Background: an optimization exercise with open tools, aiming at small area and a short achievable clock period. Do not read the settings as production practice. Only simulation tests tie the RTL to the original design; equivalence was not proved.

Setup of run a:
==> flow/design.v (excerpt) <==
module pn_top (
    input  logic        clk,
    input  logic        rst_n,
    input  logic        in_valid,
    input  logic [1:0]  mode,
    input  logic        operator,
    input  logic [2:0]  in,
    output logic        out_valid,
    output logic [31:0] out
);
Size in the first run: roughly 1,500 cells after synthesis, roughly 140 flip-flops, about 42 I/O pins, roughly 0.012 mm^2 of cells after synthesis.
==> flow/config.mk <==
export PLATFORM = sky130hd
export DESIGN_NAME = pn_top
export DESIGN_NICKNAME = pn_top
export VERILOG_FILES = /design/flow/design.v
export SDC_FILE = /design/flow/constraint.sdc
export NUM_CORES = 4
export LEC_CHECK = 0
export CAP_MARGIN = 20
export CORE_MARGIN = 2
export CORE_UTILIZATION = 40
export CTS_BUF_LIST = sky130_fd_sc_hd__clkbuf_8
export CTS_CLUSTER_DIAMETER = 100
export CTS_CLUSTER_SIZE = 30
export SETUP_SLACK_MARGIN = 5
export SLEW_MARGIN = 20
==> flow/constraint.sdc <==
create_clock -name core_clock -period 11.0 [get_ports {clk}]
set_input_delay 2.2000 -clock core_clock [delete_from_list [all_inputs] [get_ports {clk}]]
set_output_delay 2.2000 -clock core_clock [all_outputs]
set_load 0.01 [all_outputs]
standard.sh (not shown) runs the stock make flow with config.mk's settings and CLKGATE_MAP_FILE= SYNTH_SCRIPT=/design/flow/synth_recipe.tcl, a recipe that flattens the netlist after the stock synthesis.
==> flow/flow/run.sh <==
#!/bin/bash
# the standard layout; the buffers that global placement puts on the ports
# are the smallest buffer cell instead of the one buffer_ports picks
set -e
export BUFFER_PORTS_ARGS="-buffer_cell sky130_fd_sc_hd__buf_1"
bash standard.sh > standard.log 2>&1
### run a -> run b
Settings: CTS_CLUSTER_DIAMETER changed from 100 to 50; CTS_CLUSTER_SIZE changed from 30 to 20; SETUP_SLACK_MARGIN removed (was 5).
==> flow/flow/run.sh <==
#!/bin/bash
set -e
export BUFFER_PORTS_ARGS="-buffer_cell sky130_fd_sc_hd__buf_1"
export SETUP_SLACK_MARGIN=6
bash standard.sh > standard.log 2>&1
==> comparison <==
- Run b went all the way through the flow, and no timing, DRC or antenna check failed.
- Area overhead of the layout relative to synthesis in run b is 3.9 points above run a.
- The flip-flop and latch count of run b and that of run a are within noise of each other.
- Run a and run b ended up with nearly the same routed wire length.
- Run a -> run b: boundary pin count delta 0, exact match
- In the flow results for run a and run b, the fraction of area in registers is smaller on run b.
- Share of final layout cell area taken by non-clock buffers is lower on run a


Setup of old:
The RTL this note starts from:
==> flow/design.v <==
package pn_pkg;
    localparam int TOK_DEPTH = 12;               
    localparam logic [1:0] MODE_PREFIX  = 2'd2;
    localparam logic [1:0] MODE_POSTFIX = 2'd3;
    localparam logic [2:0] OP_ADD     = 3'd0;
    localparam logic [2:0] OP_SUB     = 3'd1;
    localparam logic [2:0] OP_MUL     = 3'd2;
    localparam logic [2:0] OP_ABS_SUM = 3'd3;
endpackage
`timescale 1ns/10ps
module pn_token_buffer (
    input  logic       clk,
    input  logic       in_valid,
    input  logic       operator,
    input  logic [2:0] in,
    output logic [2:0] val,          
    output logic       is_op,        
    output logic       op_sub,       
    output logic       op_mul,       
    output logic       op_abs,       
    output logic       op_sum        
);
    logic [3:0] ent [pn_pkg::TOK_DEPTH];
    logic [3:0] nxt;                 
    assign nxt = in_valid ? {operator, in} : ent[1];
    always_ff @(posedge clk) begin
        for (int i = 0; i < pn_pkg::TOK_DEPTH; i++) begin
            if (in_valid)
                ent[i] <= (i == 0) ? {operator, in} : ent[(i == 0) ? 0 : i - 1];
            else
                ent[i] <= (i == pn_pkg::TOK_DEPTH - 1) ? ent[i] : ent[(i == pn_pkg::TOK_DEPTH - 1) ? i : i + 1];
        end
        op_sub <= nxt[3] && nxt[2:0] == pn_pkg::OP_SUB;
        op_mul <= nxt[3] && nxt[2:0] == pn_pkg::OP_MUL;
        op_abs <= nxt[3] && nxt[2:0] == pn_pkg::OP_ABS_SUM;
        op_sum <= nxt[3] && !nxt[2] && nxt[1:0] != 2'd2;
    end
    assign val   = ent[0][2:0];
    assign is_op = ent[0][3];
endmodule
`timescale 1ns/10ps
module pn_stack_eval (
    input  logic        clk,
    input  logic        rst_n,
    input  logic        start,       
    input  logic        ev,          
    input  logic        fin,         
    input  logic [2:0]  val,         
    input  logic        is_op,
    input  logic        op_sub,
    input  logic        op_mul,
    input  logic        op_abs,
    input  logic        op_sum,
    input  logic        prefix,      
    output logic [17:0] result       
);
    logic [2:0]  depth;              
    logic        topx;               
    logic [17:0] x;
    logic [9:0]  y;
    logic [2:0]  xk;                 
    logic [2:0]  yk;
    logic [15:0] ram0;               
    logic [9:0]  ram1;               
    logic [6:0]  ram2;               
    logic [2:0]  ram3;               
    logic [2:0]  k0;                 
    logic [1:0]  k1;                 
    logic [1:0]  k2;                 
    logic        sel_x;              
    logic        sel_y;
    logic        sel_r;
    logic [17:0] ys;
    logic        neg;
    logic [17:0] sum;
    logic [17:0] prd;
    logic [17:0] mag;
    logic [17:0] res;
    logic [2:0]  rk;                 
    logic        rbig;               
    logic [17:0] below;              
    logic [2:0]  bk;
    logic [17:0] nos;                
    logic [2:0]  nk;
    logic        push;
    logic        pop;
    logic [2:0]  nd;
    logic        ntopx;
    assign ys = {{8{y[9]}}, y};
    function automatic logic [17:0] mul18x10(input logic [17:0] a, input logic [9:0] b);
        logic [17:0] acc;
        acc = '0;
        for (int i = 0; i < 9; i++)
            acc = acc + ((a & {18{b[i]}}) << i);
        mul18x10 = acc - ((a & {18{b[9]}}) << 9);
    endfunction
    always_comb begin
        sum = x + {{8{y[9] ^ op_sub}}, y ^ {10{op_sub}}} + {17'd0, op_sub};
        neg = op_sub ? (topx ^ prefix) : (op_abs && sum[17]);
        mag = neg ? -sum : sum;
        prd = mul18x10(x, y);
        res = ({18{op_mul}} & prd) | ({18{op_sum}} & mag);
        rk   = xk + yk;
        rbig = rk >= 3'd4;
        case (depth)
            3'd3:    begin below = {{2{ram0[15]}}, ram0}; bk = k0; end
            3'd4:    begin below = {{8{ram1[9]}}, ram1};  bk = {1'b0, k1}; end
            3'd5:    begin below = {{11{ram2[6]}}, ram2}; bk = {1'b0, k2}; end
            default: begin below = {15'd0, ram3};         bk = 3'd1; end
        endcase
        nos = topx ? ys : x;
        nk  = topx ? yk : xk;
        push  = ev && depth != 3'd7 && !is_op;
        pop   = ev && depth != 3'd7 && is_op && depth >= 3'd2;
        nd    = depth;
        ntopx = topx;
        if (start) begin
            nd = '0;
        end else if (push) begin
            nd    = depth + 1'b1;
            ntopx = 1'b0;
        end else if (pop) begin
            nd    = depth - 1'b1;
            ntopx = rbig;
        end
    end
    always_ff @(posedge clk) begin
        depth <= nd;
        topx  <= ntopx;
        if (push) begin
            x  <= topx ? x : ys;
            xk <= topx ? xk : yk;
            y  <= {7'd0, val};
            yk <= 3'd1;
            case (depth)
                3'd2: begin ram0 <= nos[15:0]; k0 <= nk; end
                3'd3: begin ram1 <= nos[9:0];  k1 <= nk[1:0] | {2{nk[2]}}; end
                3'd4: begin ram2 <= nos[6:0];  k2 <= nk[1:0] | {2{nk[2]}}; end
                3'd5:       ram3 <= nos[2:0];
                default: ;
            endcase
        end else if (pop) begin
            if (rbig) begin
                x  <= res;
                xk <= rk;
                y  <= below[9:0];
                yk <= bk;
            end else begin
                x  <= below;
                xk <= bk;
                y  <= res[9:0];
                yk <= rk;
            end
        end
    end
    always_ff @(posedge clk or negedge rst_n) begin
        if (!rst_n) begin
            sel_x <= 1'b0;
            sel_y <= 1'b0;
            sel_r <= 1'b0;
        end else begin
            sel_x <= fin && ((nd == 3'd1 && ntopx) || (nd == 3'd2 && !ntopx));
            sel_y <= fin && ((nd == 3'd1 && !ntopx) || (nd == 3'd2 && ntopx));
            sel_r <= fin && nd >= 3'd3;
        end
    end
    assign result = ({18{sel_x}} & x) | ({18{sel_y}} & ys) | ({18{sel_r}} & {{2{ram0[15]}}, ram0});
endmodule
`timescale 1ns/10ps
module pn_top (
    input  logic        clk,
    input  logic        rst_n,
    input  logic        in_valid,
    input  logic [1:0]  mode,
    input  logic        operator,
    input  logic [2:0]  in,
    output logic        out_valid,
    output logic [31:0] out
);
    logic        recv;           
    logic [3:0]  cnt;
    logic        acc;            
    logic        prefix;
    logic        res_q;          
    logic [2:0]  val;
    logic        is_op;
    logic        op_sub;
    logic        op_mul;
    logic        op_abs;
    logic        op_sum;
    logic [17:0] result;
    logic        start;
    logic        drain;
    logic        ev;
    logic        fin;
    assign start = in_valid && !recv;
    assign drain = recv ? !in_valid : (cnt != 4'd0);
    assign ev    = acc && (recv ? (!prefix || !in_valid) : (prefix && cnt != 4'd0));
    assign fin   = acc && drain && (cnt == 4'd1);
    always_ff @(posedge clk or negedge rst_n) begin
        if (!rst_n) begin
            recv  <= 1'b0;
            cnt   <= '0;
            res_q <= 1'b0;
        end else begin
            res_q <= fin;
            if (start) begin
                recv <= 1'b1;
                cnt  <= 4'd1;
            end else if (recv && in_valid) begin
                cnt  <= cnt + 1'b1;
            end else if (drain) begin
                recv <= 1'b0;
                cnt  <= acc ? cnt - 1'b1 : 4'd0;
            end
        end
    end
    always_ff @(posedge clk) begin
        if (start) begin
            acc    <= mode[1];
            prefix <= !mode[0];
        end
    end
    pn_token_buffer i_token_buffer (
        .clk      (clk),
        .in_valid (in_valid),
        .operator (operator),
        .in       (in),
        .val      (val),
        .is_op    (is_op),
        .op_sub   (op_sub),
        .op_mul   (op_mul),
        .op_abs   (op_abs),
        .op_sum   (op_sum)
    );
    pn_stack_eval i_stack_eval (
        .clk    (clk),
        .rst_n  (rst_n),
        .start  (start),
        .ev     (ev),
        .fin    (fin),
        .val    (val),
        .is_op  (is_op),
        .op_sub (op_sub),
        .op_mul (op_mul),
        .op_abs (op_abs),
        .op_sum (op_sum),
        .prefix (prefix),
        .result (result)
    );
    assign out_valid = res_q;
    assign out       = {{14{result[17]}}, result};
endmodule
export LEC_CHECK = 0
export CAP_MARGIN = 20
export CORE_MARGIN = 2
export CORE_UTILIZATION = 40
export SLEW_MARGIN = 20
create_clock -name core_clock -period 11.0 [get_ports {clk}]
==> flow/flow/run.sh <==
#!/bin/bash
set -e
export SETUP_SLACK_MARGIN=7
bash standard.sh > standard.log 2>&1
Modified inputs, new compared to old
Settings: SETUP_SLACK_MARGIN: unset -> 5.
==> flow/run.sh (new file) <==
#!/bin/bash
# synth_recipe.tcl (not shown) runs the flow's synth.tcl, then flattens the netlist and writes it again
# the make line also repeats each setting of config.mk as NAME=value (left out here)
make -C /OpenROAD-flow-scripts/flow DESIGN_CONFIG=/design/flow/config.mk WORK_HOME=/design/flow/orfs CLKGATE_MAP_FILE= SYNTH_SCRIPT=/design/flow/synth_recipe.tcl finish
removed: flow/flow/run.sh
removed: flow/standard.sh
Findings:
The worst-case clock skew of new exceeds that of old by 0.011 ns. Side by side, final-layout non-clock buffer area share turned out lower in new than in old. [compare] base=old new=new: via count went down 472, setup slack of the critical path after layout shows a reduction of 0.55 ns. Compared new vs old, and final period utilization is up in new. When new is set beside old, its global-route track usage on met2 turns out to be 4.0 points smaller.


Another version of the RTL of pn_top (not shown whole).
For scale: ~1,100 cells after synthesis, ~42 I/O pins, ~11,000 sq um of cells after synthesis.
==> flow/design.v (excerpt) <==
module pn_top (
    input  logic        clk,
    input  logic        rst_n,
    input  logic        in_valid,
    input  logic [1:0]  mode,
    input  logic        operator,
    input  logic [2:0]  in,
    output logic        out_valid,
    output logic [31:0] out
);
Settings: LEC_CHECK=0, CAP_MARGIN=20, CORE_MARGIN=2, CORE_UTILIZATION=40, CTS_BUF_LIST=sky130_fd_sc_hd__clkbuf_8, CTS_CLUSTER_DIAMETER=50, CTS_CLUSTER_SIZE=20, SLEW_MARGIN=20; clock period 11.0 ns.
==> flow/flow/run.sh <==
#!/bin/bash
set -e
export BUFFER_PORTS_ARGS="-buffer_cell sky130_fd_sc_hd__buf_1"
export SETUP_SLACK_MARGIN=6.5
bash standard.sh > standard.log 2>&1
Change:
--- a/flow/flow/run.sh
+++ b/flow/flow/run.sh
@@ -4 +4 @@
-export SETUP_SLACK_MARGIN=6.5
+export SETUP_SLACK_MARGIN=6
=> The changed run ran to the end with no violations; worst setup slack loses 0.32 ns; die area does not change; first-iteration DRC count grows by 11%; maximum frequency shrinks by 6.8%; via count shrinks by 1.2%; final area shrinks by 2.6%.
Change:
--- a/flow/flow/run.sh
+++ b/flow/flow/run.sh
@@ -4 +4 @@
-export SETUP_SLACK_MARGIN=6
+export SETUP_SLACK_MARGIN=7
- count of clock-buffer cells in the layout is unchanged
- core utilization is higher by 4.0 points
- worst setup slack improves by 0.61 ns
- hold slack is worse by 0.0035 ns
- wire length rises by about 10%
Change:
--- a/flow/config.mk
+++ b/flow/config.mk
@@ -14,0 +15 @@
+export TNS_END_PERCENT = 20
=> Die area is unchanged; cell area shrinks by 1.6%.


== oak ==
Another version of the RTL of pn_top (not shown whole).
Size in the first run: about 1200 cells after synthesis, about 150 flip-flops, ~42 I/O pins, ~11000 um2 of cells after synthesis.
==> flow/config.mk <==
export PLATFORM = sky130hd
export DESIGN_NAME = pn_top
export DESIGN_NICKNAME = pn_top
export VERILOG_FILES = /design/flow/design.v
export SDC_FILE = /design/flow/constraint.sdc
export NUM_CORES = 4
export LEC_CHECK = 0
export CAP_MARGIN = 20
export CORE_MARGIN = 2
export CORE_UTILIZATION = 40
export CTS_BUF_LIST = sky130_fd_sc_hd__clkbuf_8
export CTS_CLUSTER_DIAMETER = 50
export CTS_CLUSTER_SIZE = 20
export SLEW_MARGIN = 20
export TNS_END_PERCENT = 10
==> flow/constraint.sdc <==
create_clock -name core_clock -period 11.0 [get_ports {clk}]
set_input_delay 2.2000 -clock core_clock [delete_from_list [all_inputs] [get_ports {clk}]]
set_output_delay 2.2000 -clock core_clock [all_outputs]
set_load 0.01 [all_outputs]
==> flow/flow/run.sh <==
#!/bin/bash
set -e
export BUFFER_PORTS_ARGS="-buffer_cell sky130_fd_sc_hd__buf_1"
export SETUP_SLACK_MARGIN=7.5
bash standard.sh > standard.log 2>&1
Changes in pine relative to oak:
==> flow/flow/run.sh <==
#!/bin/bash
set -e
export BUFFER_PORTS_ARGS="-buffer_cell sky130_fd_sc_hd__buf_1"
export SETUP_SLACK_MARGIN=7.25
bash standard.sh > standard.log 2>&1
--- a/flow/config.mk
+++ b/flow/config.mk
@@ -12,4 +12,5 @@
 export CTS_CLUSTER_DIAMETER = 50
 export CTS_CLUSTER_SIZE = 20
+export PLACE_DENSITY = 0.7
 export SLEW_MARGIN = 20
-export TNS_END_PERCENT = 10
+export TNS_END_PERCENT = 5
==> results.txt <==
pine reports a higher final critical path time including I/O delays and setup than oak does.
Compared with oak, in pine total length of routed met3 wires picked up an extra about 28%, worst setup margin now smaller.
Lower met2 track demand over resource was reported by pine, not oak.
The final layouts of oak and pine pass the timing, design-rule and antenna checks.
Of oak and pine, the run reporting the lower setup slack on the worst flop-to-flop path was pine.
A timing endpoint of the critical path of i_stack_eval.x[16] is what pine shows, while i_stack_eval.x[11] belongs to oak.
For pine, the startpoint of the worst setup timing path was i_stack_eval.x[4], unlike oak, where it was i_stack_eval.x[1].
Compared pine against oak; via count within noise.
Changes in birch relative to pine:
==> flow/flow/run.sh <==
#!/bin/bash
set -e
export BUFFER_PORTS_ARGS="-buffer_cell sky130_fd_sc_hd__buf_1"
export SETUP_SLACK_MARGIN=7
bash standard.sh > standard.log 2>&1
--- a/flow/config.mk
+++ b/flow/config.mk
@@ -12,5 +12,4 @@
 export CTS_CLUSTER_DIAMETER = 50
 export CTS_CLUSTER_SIZE = 20
-export PLACE_DENSITY = 0.7
 export SLEW_MARGIN = 20
-export TNS_END_PERCENT = 5
+export TNS_END_PERCENT = 10
[summary]
met3 usage ended up 0.74 points lower on birch than on pine. Summary of the comparison: global-route wire length before repair is higher in birch, relative to pine. Count of TritonRoute iterations in the first routing pass: birch vs pine down 3. Taking pine as the reference, in birch core utilization up 0.35 points, global-route usage higher. As of birch, final area had risen slightly compared to pine.
Edits applied to the flow inputs when going from birch to maple:
==> flow/flow/run.sh <==
#!/bin/bash
set -e
export BUFFER_PORTS_ARGS="-buffer_cell sky130_fd_sc_hd__buf_1"
export SETUP_SLACK_MARGIN=6.75
bash standard.sh > standard.log 2>&1
--- a/flow/config.mk
+++ b/flow/config.mk
@@ -12,4 +12,5 @@
 export CTS_CLUSTER_DIAMETER = 50
 export CTS_CLUSTER_SIZE = 20
+export PLACE_DENSITY = 0.7
 export SLEW_MARGIN = 20
-export TNS_END_PERCENT = 10
+export TNS_END_PERCENT = 20
--- outcome ---
Cmp maple and birch / final estimated routing congestion in global placement / higher: maple. maple — minimum period implied by the final worst setup slack 0.080 ns higher, birch as reference. Lower met3 track utilization from global routing goes to birch over maple. The fraction of the core area covered by cells at the end of the flow reported for maple is smaller than that of birch by 0.19 points. maple: met1 wire length about 7% below birch. Relative to birch, global-route usage has gone down in maple.
Input-level comparison between cedar and maple:
==> flow/flow/run.sh <==
#!/bin/bash
set -e
export BUFFER_PORTS_ARGS="-buffer_cell sky130_fd_sc_hd__buf_1"
export SETUP_SLACK_MARGIN=7
bash standard.sh > standard.log 2>&1
--- a/flow/config.mk
+++ b/flow/config.mk
@@ -12,5 +12,4 @@
 export CTS_CLUSTER_DIAMETER = 50
 export CTS_CLUSTER_SIZE = 20
-export PLACE_DENSITY = 0.7
 export SLEW_MARGIN = 20
 export TNS_END_PERCENT = 20
### Flow results
- For first-pass GRT wire length, dividing the value from maple by the value from cedar gives 0.941.
- Relative to maple, layout-stage area growth over the synthesis result increased by 0.21 points in cedar.
- Routed metal-1 wire length: higher on cedar
- cedar ended up with a higher final routed wirelength across all metal layers than maple did.
- Status: final non-filler cell area parity (cedar, maple)
- Taking maple as the reference, in cedar via count went down, met2 track demand over resource in global routing went up.
- Relative to maple, global-route usage has increased by 1.5 points in cedar.
- Taking maple as the reference, in cedar arrival time of the worst setup path decreased by 0.08 ns relative to the old numbers.

## static timing again, ports no longer ideal
In the flow no input, the clock included, has a driving cell. The finished layouts below were timed again as built, in two steps.
Step 1 (the two cells are an assumption about what drives the block):
set clk [get_ports {clk}]
set_driving_cell -lib_cell sky130_fd_sc_hd__clkbuf_16 $clk
set_driving_cell -lib_cell sky130_fd_sc_hd__buf_2 [delete_from_list [all_inputs] $clk]
Step 2 also shifts input and output timing later by t, the mid clock arrival at the registers, as if the neighbouring blocks saw the same clock.
Three values: no drivers, after step 1, after step 2; two values: the first two.
run | t (ns) | setup WS [ns] | worst hold slack (ns) | worst register clock-pin slew, ns | worst data-port slew with drivers (ns)
run a | 0.506 | 5.617 / 5.617 / 5.517 | 0.436 / 0.436 / 0.436 | 0.12 / 0.12 | 0.04
run b | 0.500 | 6.191 / 6.191 / 5.840 | 0.439 / 0.439 / 0.439 | 0.11 / 0.11 | 0.04
old | 0.470 | 5.823 / 5.823 / 5.823 | 0.427 / 0.427 / 0.427 | 0.07 / 0.07 | 0.06
new | 0.468 | 5.277 / 5.277 / 5.277 | 0.439 / 0.439 / 0.439 | 0.07 / 0.07 | 0.04
the first run of note 3 | 0.500 | 6.559 / 6.559 / 6.087 | 0.435 / 0.435 / 0.435 | 0.10 / 0.10 | 0.05
the second run of note 3 | 0.490 | 6.235 / 6.235 / 5.835 | 0.436 / 0.436 / 0.436 | 0.09 / 0.09 | 0.03
the third run of note 3 | 0.496 | 6.840 / 6.840 / 6.587 | 0.432 / 0.432 / 0.432 | 0.10 / 0.10 | 0.04
the fourth run of note 3 | 0.489 | 6.770 / 6.770 / 6.427 | 0.435 / 0.435 / 0.435 | 0.09 / 0.09 | 0.04
oak | 0.490 | 6.925 / 6.925 / 6.925 | 0.443 / 0.443 / 0.443 | 0.11 / 0.11 | 0.05
pine | 0.491 | 6.855 / 6.855 / 6.855 | 0.435 / 0.435 / 0.435 | 0.11 / 0.11 | 0.04
birch | 0.494 | 6.919 / 6.919 / 6.919 | 0.444 / 0.444 / 0.444 | 0.10 / 0.10 | 0.05
maple | 0.492 | 6.839 / 6.839 / 6.839 | 0.446 / 0.446 / 0.446 | 0.11 / 0.11 | 0.05
cedar | 0.494 | 6.902 / 6.902 / 6.902 | 0.444 / 0.444 / 0.444 | 0.10 / 0.10 | 0.05
After both steps every run listed still meets setup and hold. For the first run of note 3, which loses most, drivers alone change the setup slack by 0.000 ns; drivers and shift together by -0.472 ns.
